This design comes from an exercise in tuning for small area, a short achievable clock period and few clock cycles per item on the open sky130 flow, not from production work.
At most, simulation tests tie the RTL to the original design; equivalence was not proved.
No activity file was given, so power comes from the tool's default toggle rates.

==> build 7: inputs <==
==> flow/design.v (excerpt) <==
module gated_pulse_count_accumulator (
	input  logic                             clk,
	input  logic                             arst_n,
	input  logic                             sample_valid,
	output logic                             sample_ready,
	input  logic [48:0]                      sample,
	output logic                             result_valid,
	input  logic                             result_ready,
	output logic [193:0]                     result,
	input  logic                             cfg_we,
	input  logic [gpca_pkg::CFG_IDX_W-1:0]   cfg_index,
	input  logic [gpca_pkg::CFG_DATA_W-1:0]  cfg_wdata
);
==> module gpca_core, before the edit <==
module gpca_core (
	input  logic                            clk,
	input  logic                            arst_n,
	input  logic                            take_in,    
	input  logic                            load_s1,    
	input  logic                            use_skid,   
	input  logic                            skid_load,  
	input  logic                            en,         
	input  logic [48:0]                     sample,
	input  logic                            active_high,
	input  logic [gpca_pkg::WINDOW_W-1:0]   win_q,
	input  logic                            win_rnz,
	input  logic                            win_zero,
	input  logic [gpca_pkg::FOLD_W-1:0]     thr,
	output logic [193:0]                    result
);
	function automatic logic [32:0] add32(input logic [31:0] a, input logic [31:0] b, input logic cin);
		logic [31:0] g;
		logic [31:0] p;
		logic [31:0] gn;
		logic [31:0] pn;
		logic [32:0] c;
		g = a & b;
		p = a ^ b;
		for (int l = 0; l < 5; l++) begin
			gn = g;
			pn = p;
			for (int i = 0; i < 32; i++) begin
				if (((i >> l) & 1) == 1) begin
					gn[i] = g[i] | (p[i] & g[((i >> l) << l) - 1]);
					pn[i] = p[i] & p[((i >> l) << l) - 1];
				end
			end
			g = gn;
			p = pn;
		end
		c[0] = cin;
		for (int i = 0; i < 32; i++) begin
			c[i+1] = g[i] | (p[i] & cin);
		end
		add32 = {c[32], (a ^ b) ^ c[31:0]};
	endfunction
	logic [15:0] prev_q;       
	logic [31:0] s_now;
	logic [15:0] s_dm1;        
	logic        s_pos;
	logic        s_on;
	logic        s_fold;
	logic [15:0] hw;
	logic [32:0] fp;
	logic [32:0] fn;
	logic [14:0] fn_z;
	logic        fold_in;
	logic [32:0] dm;
	assign hw = sample[16:1];
	assign fp = add32({17'd0, hw[14:0]}, {17'd0, ~thr}, 1'b1);
	assign fn = add32({17'd0, hw[14:0]}, {17'd0, thr}, 1'b0);
	assign fn_z[0] = hw[0] ^ thr[0];
	for (genvar i = 1; i < 15; i++) begin : g_fz
		assign fn_z[i] = (hw[i] ^ thr[i]) ^ (hw[i-1] | thr[i-1]);
	end
	assign fold_in = hw[15] ? (!fn[15] || (fn_z == '0)) : fp[15];
	assign dm = add32({16'd0, hw}, {16'd0, ~prev_q}, 1'b0);
	always_ff @(posedge clk or negedge arst_n) begin
		if (!arst_n) begin
			prev_q <= '0;
		end else if (take_in) begin
			prev_q <= fold_in ? '0 : hw;
		end
	end
	logic [50:0] in_w;
	logic [50:0] skid_q;
	assign in_w = {sample[48:17], dm[15:0], !(hw[15] ^ !prev_q[15] ^ dm[16]),
		active_high ? sample[0] : ~sample[0], fold_in};
	always_ff @(posedge clk) begin
		if (skid_load) begin
			skid_q <= in_w;
		end
	end
	always_ff @(posedge clk) begin
		if (load_s1) begin
			{s_now, s_dm1, s_pos, s_on, s_fold} <= use_skid ? skid_q : in_w;
		end
	end
	logic [31:0] idle_q;
	logic        armed_q;
	logic [31:0] acc_q;
	logic [31:0] raw_q;
	logic [31:0] ign_q;
	logic [31:0] smp_q;
	logic [31:0] fold_q;
	logic [31:0] acct_q;
	logic        on_q;
	logic        clr_q;
	logic        wz;
	logic        idle_nz;
	logic [32:0] lo_a;
	logic [14:0] csa_x;
	logic [14:0] csa_y;
	logic [32:0] lo_b;
	logic        lo_ge;
	logic [16:0] hx;
	logic [16:0] hy;
	logic [16:0] hz;
	logic        hi_eq0;
	logic        hi_eq1;
	logic        hi_zero;
	logic        late;
	assign wz      = win_zero;
	assign idle_nz = (idle_q != '0);
	assign lo_a  = add32({17'd0, s_now[14:0]}, {17'd0, ~idle_q[14:0]}, 1'b1);
	assign csa_x = s_now[14:0] ^ ~idle_q[14:0] ^ ~win_q;
	assign csa_y = (s_now[14:0] & ~idle_q[14:0]) | (s_now[14:0] & ~win_q) | (~idle_q[14:0] & ~win_q);
	assign lo_b  = add32({17'd0, csa_x}, {16'd0, csa_y, !win_rnz}, 1'b1);
	assign lo_ge = lo_a[15] ? lo_b[16] : (lo_b[16] || lo_b[15]);
	assign hx = s_now[31:15];
	assign hy = ~idle_q[31:15];
	assign hz[0] = hx[0] ^ hy[0];
	for (genvar i = 1; i < 17; i++) begin : g_hz
		assign hz[i] = (hx[i] ^ hy[i]) ^ (hx[i-1] | hy[i-1]);
	end
	assign hi_eq0  = (s_now[31:15] == idle_q[31:15]);
	assign hi_eq1  = (hz == '0);
	assign hi_zero = lo_a[15] ? hi_eq0 : hi_eq1;
	assign late    = !hi_zero || lo_ge;
	logic armed_t;
	logic take;
	logic hit;
	assign armed_t = armed_q || (!s_on && (wz || (idle_nz && late)));
	assign take    = s_pos && !wz && armed_t;     
	assign hit     = s_pos && (wz || armed_t);    
	logic [31:0] d_x;
	logic [32:0] raw_s;
	logic [32:0] acc_s;
	logic [32:0] ign_s;
	logic [32:0] smp_s;
	logic [32:0] fold_s;
	assign d_x    = {16'd0, s_dm1};
	assign raw_s  = add32(raw_q, d_x, 1'b1);                   
	assign acc_s  = add32(acc_q, wz ? d_x : 32'd0, 1'b1);      
	assign ign_s  = add32(ign_q, d_x, !armed_t);               
	assign smp_s  = add32(smp_q, 32'd0, 1'b1);
	assign fold_s = add32(fold_q, 32'd0, s_fold);
	always_ff @(posedge clk or negedge arst_n) begin
		if (!arst_n) begin
			idle_q  <= '0;
			armed_q <= 1'b0;
			acc_q   <= '0;
			raw_q   <= '0;
			ign_q   <= '0;
			smp_q   <= '0;
			fold_q  <= '0;
			acct_q  <= '0;
		end else if (en) begin
			if (s_on || take) begin
				idle_q <= '0;
			end else if (!idle_nz) begin
				idle_q <= s_now;
			end
			armed_q <= armed_t && !take;
			if (s_pos) begin
				raw_q <= raw_s[31:0];
			end
			if (hit) begin
				acc_q  <= acc_s[31:0];
				acct_q <= s_now;
			end
			if (s_pos && !wz) begin
				ign_q <= ign_s[31:0];
			end
			smp_q  <= smp_s[31:0];
			fold_q <= fold_s[31:0];
		end
	end
	always_ff @(posedge clk) begin
		if (en) begin
			on_q  <= s_on;
			clr_q <= s_fold;
		end
	end
	assign result = {on_q, acc_q, raw_q, ign_q, smp_q, fold_q, acct_q, clr_q};
endmodule
export LEC_CHECK = 0
export CAP_MARGIN = 20
export CORE_MARGIN = 2
export CORE_UTILIZATION = 40
export CTS_BUF_LIST = sky130_fd_sc_hd__clkbuf_8
export CTS_CLUSTER_SIZE = 24
export PLACE_DENSITY = 0.6
export SLEW_MARGIN = 20
create_clock -name core_clock -period 11.0 [get_ports {clk}]
standard.sh (not shown) runs the stock make flow with config.mk's settings and CLKGATE_MAP_FILE= SYNTH_SCRIPT=/design/flow/synth_recipe.tcl, a recipe that flattens the netlist after the stock synthesis.
==> flow/flow/run.sh <==
#!/bin/bash
# Own layout flow: the standard layout (standard.sh, unchanged synthesis,
# floorplan, power grid, placement, CTS and routing) with two changes:
#  - ports are buffered with sky130_fd_sc_hd__buf_1 instead of the default
#    delay buffer;
#  - timing repair aims for extra setup slack (SETUP_SLACK_MARGIN).
# Each tool's full output stays in orfs/logs; make's output goes to standard.log.
set -euo pipefail
export BUFFER_PORTS_ARGS="-buffer_cell sky130_fd_sc_hd__buf_1"
export SETUP_SLACK_MARGIN=7.2
bash standard.sh > standard.log 2>&1
==> trial 71: changes against build 7 <==
--- a/flow/design.v
+++ b/flow/design.v
@@ -155,4 +155,6 @@
 	logic [31:0] s_now;
-	logic [15:0] s_dm1;        
-	logic        s_pos;
+	logic [11:0] s_dml;        
+	logic        s_c8;         
+	logic [3:0]  s_php;        
+	logic [3:0]  s_phg;
 	logic        s_on;
@@ -173,3 +175,3 @@
 	assign fold_in = hw[15] ? (!fn[15] || (fn_z == '0)) : fp[15];
-	assign dm = add32({16'd0, hw}, {16'd0, ~prev_q}, 1'b0);
+	assign dm = add32({20'd0, hw[11:0]}, {20'd0, ~prev_q[11:0]}, 1'b0);
 	always_ff @(posedge clk or negedge arst_n) begin
@@ -181,5 +183,5 @@
 	end
-	logic [50:0] in_w;
-	logic [50:0] skid_q;
-	assign in_w = {sample[48:17], dm[15:0], !(hw[15] ^ !prev_q[15] ^ dm[16]),
+	logic [54:0] in_w;
+	logic [54:0] skid_q;
+	assign in_w = {sample[48:17], dm[11:0], dm[12], hw[15:12] ^ ~prev_q[15:12], hw[15:12] & ~prev_q[15:12],
 		active_high ? sample[0] : ~sample[0], fold_in};
@@ -192,3 +194,3 @@
 		if (load_s1) begin
-			{s_now, s_dm1, s_pos, s_on, s_fold} <= use_skid ? skid_q : in_w;
+			{s_now, s_dml, s_c8, s_php, s_phg, s_on, s_fold} <= use_skid ? skid_q : in_w;
 		end
@@ -236,2 +238,8 @@
 	assign late    = !hi_zero || lo_ge;
+	logic [32:0] dmh;
+	logic [15:0] s_dm1;
+	logic        s_pos;
+	assign dmh   = add32({28'd0, s_php | s_phg}, {28'd0, s_phg}, s_c8);
+	assign s_dm1 = {dmh[3:0], s_dml};
+	assign s_pos = !(s_php[3] ^ dmh[4]);
 	logic armed_t;
--- a/flow/flow/run.sh
+++ b/flow/flow/run.sh
@@ -9,3 +9,3 @@
 export BUFFER_PORTS_ARGS="-buffer_cell sky130_fd_sc_hd__buf_1"
-export SETUP_SLACK_MARGIN=7.2
+export SETUP_SLACK_MARGIN=7.15
 bash standard.sh > standard.log 2>&1
--- a/flow/config.mk
+++ b/flow/config.mk
@@ -9,6 +9,7 @@
 export CORE_MARGIN = 2
-export CORE_UTILIZATION = 40
-export CTS_BUF_LIST = sky130_fd_sc_hd__clkbuf_8
-export CTS_CLUSTER_SIZE = 24
-export PLACE_DENSITY = 0.6
+export CORE_UTILIZATION = 70
+export CTS_BUF_LIST = sky130_fd_sc_hd__clkbuf_16
+export CTS_CLUSTER_DIAMETER = 80
+export CTS_CLUSTER_SIZE = 26
+export PLACE_DENSITY = 0.85
 export SLEW_MARGIN = 20
==> build 37: changes against build 7 <==
--- a/flow/design.v
+++ b/flow/design.v
@@ -155,4 +155,6 @@
 	logic [31:0] s_now;
-	logic [15:0] s_dm1;        
-	logic        s_pos;
+	logic [7:0]  s_dml;        
+	logic        s_c8;         
+	logic [7:0]  s_php;        
+	logic [7:0]  s_phg;
 	logic        s_on;
@@ -173,3 +175,3 @@
 	assign fold_in = hw[15] ? (!fn[15] || (fn_z == '0)) : fp[15];
-	assign dm = add32({16'd0, hw}, {16'd0, ~prev_q}, 1'b0);
+	assign dm = add32({24'd0, hw[7:0]}, {24'd0, ~prev_q[7:0]}, 1'b0);
 	always_ff @(posedge clk or negedge arst_n) begin
@@ -181,5 +183,5 @@
 	end
-	logic [50:0] in_w;
-	logic [50:0] skid_q;
-	assign in_w = {sample[48:17], dm[15:0], !(hw[15] ^ !prev_q[15] ^ dm[16]),
+	logic [58:0] in_w;
+	logic [58:0] skid_q;
+	assign in_w = {sample[48:17], dm[7:0], dm[8], hw[15:8] ^ ~prev_q[15:8], hw[15:8] & ~prev_q[15:8],
 		active_high ? sample[0] : ~sample[0], fold_in};
@@ -192,3 +194,3 @@
 		if (load_s1) begin
-			{s_now, s_dm1, s_pos, s_on, s_fold} <= use_skid ? skid_q : in_w;
+			{s_now, s_dml, s_c8, s_php, s_phg, s_on, s_fold} <= use_skid ? skid_q : in_w;
 		end
@@ -236,2 +238,8 @@
 	assign late    = !hi_zero || lo_ge;
+	logic [32:0] dmh;
+	logic [15:0] s_dm1;
+	logic        s_pos;
+	assign dmh   = add32({24'd0, s_php | s_phg}, {24'd0, s_phg}, s_c8);
+	assign s_dm1 = {dmh[7:0], s_dml};
+	assign s_pos = !(s_php[7] ^ dmh[8]);
 	logic armed_t;
--- a/flow/flow/run.sh
+++ b/flow/flow/run.sh
@@ -9,3 +9,3 @@
 export BUFFER_PORTS_ARGS="-buffer_cell sky130_fd_sc_hd__buf_1"
-export SETUP_SLACK_MARGIN=7.2
+export SETUP_SLACK_MARGIN=7.3
 bash standard.sh > standard.log 2>&1
--- a/flow/config.mk
+++ b/flow/config.mk
@@ -9,6 +9,7 @@
 export CORE_MARGIN = 2
-export CORE_UTILIZATION = 40
-export CTS_BUF_LIST = sky130_fd_sc_hd__clkbuf_8
+export CORE_UTILIZATION = 60
+export CTS_BUF_LIST = sky130_fd_sc_hd__clkbuf_16
+export CTS_CLUSTER_DIAMETER = 80
 export CTS_CLUSTER_SIZE = 24
-export PLACE_DENSITY = 0.6
+export PLACE_DENSITY = 0.75
 export SLEW_MARGIN = 20
==> comparison <==
- Build 7 went through all stages and came out clean. Build 37 completed without violations. Trial 71 completed with no timing, DRC or antenna violations.
- The lowest via count belongs to build 7, the highest to trial 71.
- The highest cell count belongs to build 7, the lowest to trial 71.
- Synthesized cell count: build 7 < trial 71 < build 37.
- Against trial 71, the sequential power of build 7 is lower by about 3%.
Testbench counts of build 7, summed over its fixed seeds: cycles 24,128, items 24,000.
Testbench counts of build 37, summed over its fixed seeds: cycles 24,128, items 24,000.
For trial 71, only the layout was checked, not whether the RTL still works.

[afterwards: timing with drivers on the ports]
How much do the figures lean on ideal ports? The routed layouts below were timed once more, with nothing changed but the port constraints. Step 1: set_driving_cell puts a clkbuf_16 on clk and a buf_2 on each other input, an assumption about the parent block. Step 2, shift: input delay + t, output delay - t, t = (earliest + latest rising clock arrival at the registers) / 2. This alone moves slack from input paths to output paths. a / b / c = ideal ports / drivers / drivers and shift; a / b = the first two.
run | t (ns) | setup slack, ns | worst setup path after step 2 | worst slew at a driven data input, ns
build 7 | 0.678 | 7.018 / 7.018 / 6.340 | input to register | 0.08
trial 71 | 0.587 | 7.065 / 7.094 / 6.507 | input to register | 0.07
build 37 | 0.596 | 7.249 / 7.251 / 6.660 | input to register | 0.09
After both steps every run listed still meets setup and hold. For build 7, which loses most, drivers alone change the setup slack by 0.000 ns; drivers and shift together by -0.678 ns.
